What follows belongs to an exercise in optimizing a design on an open flow for small area, a short achievable clock period and few clock cycles per item; a production flow would make more cautious choices. In this exercise RTL edits were held to simulation tests only and were not proved equivalent to the original.

01-26:
==> flow/design.v (excerpt) <==
module sprite_quad_batcher
(
  input  logic                clk,
  input  logic                rst,
  input  logic                in_valid,
  output logic                in_stall,
  input  logic                mode,
  input  logic signed [31:0]  pos_x,
  input  logic signed [31:0]  pos_y,
  input  logic signed [31:0]  pos_z,
  input  logic signed [31:0]  quad_width,
  input  logic signed [31:0]  quad_height,
  input  logic [31:0]         rgba_color,
  input  logic [31:0]         uv_corner0,
  input  logic [31:0]         uv_corner1,
  input  logic [31:0]         uv_corner2,
  input  logic [31:0]         uv_corner3,
  input  logic [31:0]         texture_name,
  output logic                out_valid,
  input  logic                out_stall,
  output logic signed [31:0]  vert_x,
  output logic signed [31:0]  vert_y,
  output logic signed [31:0]  vert_z,
  output logic [31:0]         vert_color,
  output logic [15:0]         vert_u,
  output logic [15:0]         vert_v,
  output logic [sqb_pkg::SLOT_W-1:0]   tex_slot,
  output logic                batch_cut,
  output logic [sqb_pkg::ICOUNT_W-1:0] batch_index_count,
  output logic                end_marker,
  output logic                last_of_item
);
Size in the first run: about 4200 cells after synthesis, about 1500 flip-flops, ~550 I/O pins, ~0.052 mm2 of cells after synthesis.
==> flow/config.mk <==
export PLATFORM = sky130hd
export DESIGN_NAME = sprite_quad_batcher
export DESIGN_NICKNAME = sprite_quad_batcher
export VERILOG_FILES = /design/flow/design.v
export SDC_FILE = /design/flow/constraint.sdc
export NUM_CORES = 4
export LEC_CHECK = 0
export CAP_MARGIN = 20
export CORE_MARGIN = 2
export CORE_UTILIZATION = 60
export CTS_BUF_LIST = sky130_fd_sc_hd__clkbuf_8
export SETUP_SLACK_MARGIN = 3.2
export SLEW_MARGIN = 20
==> flow/constraint.sdc <==
create_clock -name core_clock -period 6.0 [get_ports {clk}]
set_input_delay 1.2000 -clock core_clock [delete_from_list [all_inputs] [get_ports {clk}]]
set_output_delay 1.2000 -clock core_clock [all_outputs]
set_load 0.01 [all_outputs]
standard.sh (not shown) runs the stock make flow with config.mk's settings and CLKGATE_MAP_FILE= SYNTH_SCRIPT=/design/flow/synth_recipe.tcl, a recipe that flattens the netlist after the stock synthesis.
==> flow/flow/run.sh <==
#!/bin/bash
# The standard layout (the standard.sh: ORFS synthesis through finish),
# with changes to how the resizer and the clock tree work:
#  - port buffers are sky130_fd_sc_hd__buf_1 instead of the cell buffer_ports
#    picks by default (a delay cell); the resizer sizes them afterwards;
#  - gate sizing may swap cells of other footprints (MATCH_CELL_FOOTPRINT=0);
#  - clock tree synthesis inserts no dummy loads and clusters up to 14
#    registers within 60 um per leaf buffer.
# Every port still gets its buffer. The make output goes to flow_make.log.
set -euo pipefail
bash standard.sh \
  "BUFFER_PORTS_ARGS=-buffer_cell sky130_fd_sc_hd__buf_1" \
  MATCH_CELL_FOOTPRINT=0 \
  "CTS_ARGS=-sink_clustering_enable -repair_clock_nets -dont_use_dummy_load -buf_list sky130_fd_sc_hd__clkbuf_8 -sink_clustering_size 14 -sink_clustering_max_diameter 60" \
  finish > flow_make.log 2>&1
01-26 finished every step from synthesis to the final layout, and the layout passed the timing, DRC and antenna checks.
Testbench counts of 01-26, summed over its fixed seeds: cycles 47,560, items 12,000.
#### Input delta (10-02 over 01-26)
Settings: CORE_UTILIZATION now 50, was 60; SETUP_SLACK_MARGIN now 3.3, was 3.2.
diff --git a/flow/flow/run.sh b/flow/flow/run.sh
--- a/flow/flow/run.sh
+++ b/flow/flow/run.sh
@@ -6,4 +6,3 @@
 #  - gate sizing may swap cells of other footprints (MATCH_CELL_FOOTPRINT=0);
-#  - clock tree synthesis inserts no dummy loads and clusters up to 14
-#    registers within 60 um per leaf buffer.
+#  - clock tree synthesis inserts no dummy loads.
 # Every port still gets its buffer. The make output goes to flow_make.log.
@@ -13,3 +12,3 @@
   MATCH_CELL_FOOTPRINT=0 \
-  "CTS_ARGS=-sink_clustering_enable -repair_clock_nets -dont_use_dummy_load -buf_list sky130_fd_sc_hd__clkbuf_8 -sink_clustering_size 14 -sink_clustering_max_diameter 60" \
+  "CTS_ARGS=-sink_clustering_enable -repair_clock_nets -dont_use_dummy_load -buf_list sky130_fd_sc_hd__clkbuf_8" \
   finish > flow_make.log 2>&1
## What came out
10-02 vs. 01-26: die area went up 20%, number of H-tree branching levels went up 1, number of global-route vias before repair went up about 6%.
Every stage of the flow completed for 10-02, and the final layout passed the timing, DRC and antenna checks.
10-02 against 01-26: worst-case clock skew has increased, aggregate routed wire length has increased, wire length of the first global-routing pass has increased, design area has increased.
10-02 ends up with a reg-to-reg setup timing slack that is 0.14 ns higher than in 01-26.
Compared 10-02 vs 01-26, and number of rows created at floorplan is up in 10-02.

re-timing with driven ports:
How much do the figures lean on ideal ports? The routed layouts below were timed once more, with nothing changed but the port constraints.
Step 1 sets driving cells, clkbuf_16 on the clock port and buf_2 on the other inputs (assumed; they add their load-dependent delay and slew).
Step 2 times the ports against the registers' clock, not the clock port: input delays grow and output delays shrink by t, the midpoint of the rising clock arrivals with the driver on.
Three values: ideal ports, drivers, drivers and shift; two values: the first two.
| run | t, ns | setup WS [ns] | worst hold slack (ns) | slew at the worst register clock pin (ns) |
|---|---|---|---|---|
| 01-26 | 0.814 | 3.033 / 3.009 / 2.332 | 0.304 / 0.304 / 0.304 | 0.10 / 0.10 |
| 10-02 | 0.904 | 3.153 / 3.048 / 2.384 | 0.269 / 0.269 / 0.269 | 0.07 / 0.07 |
After both steps setup and hold are still met in every run listed. The setup slack of 10-02, which loses most, moves by -0.105 ns with the drivers and by -0.769 ns with both steps.
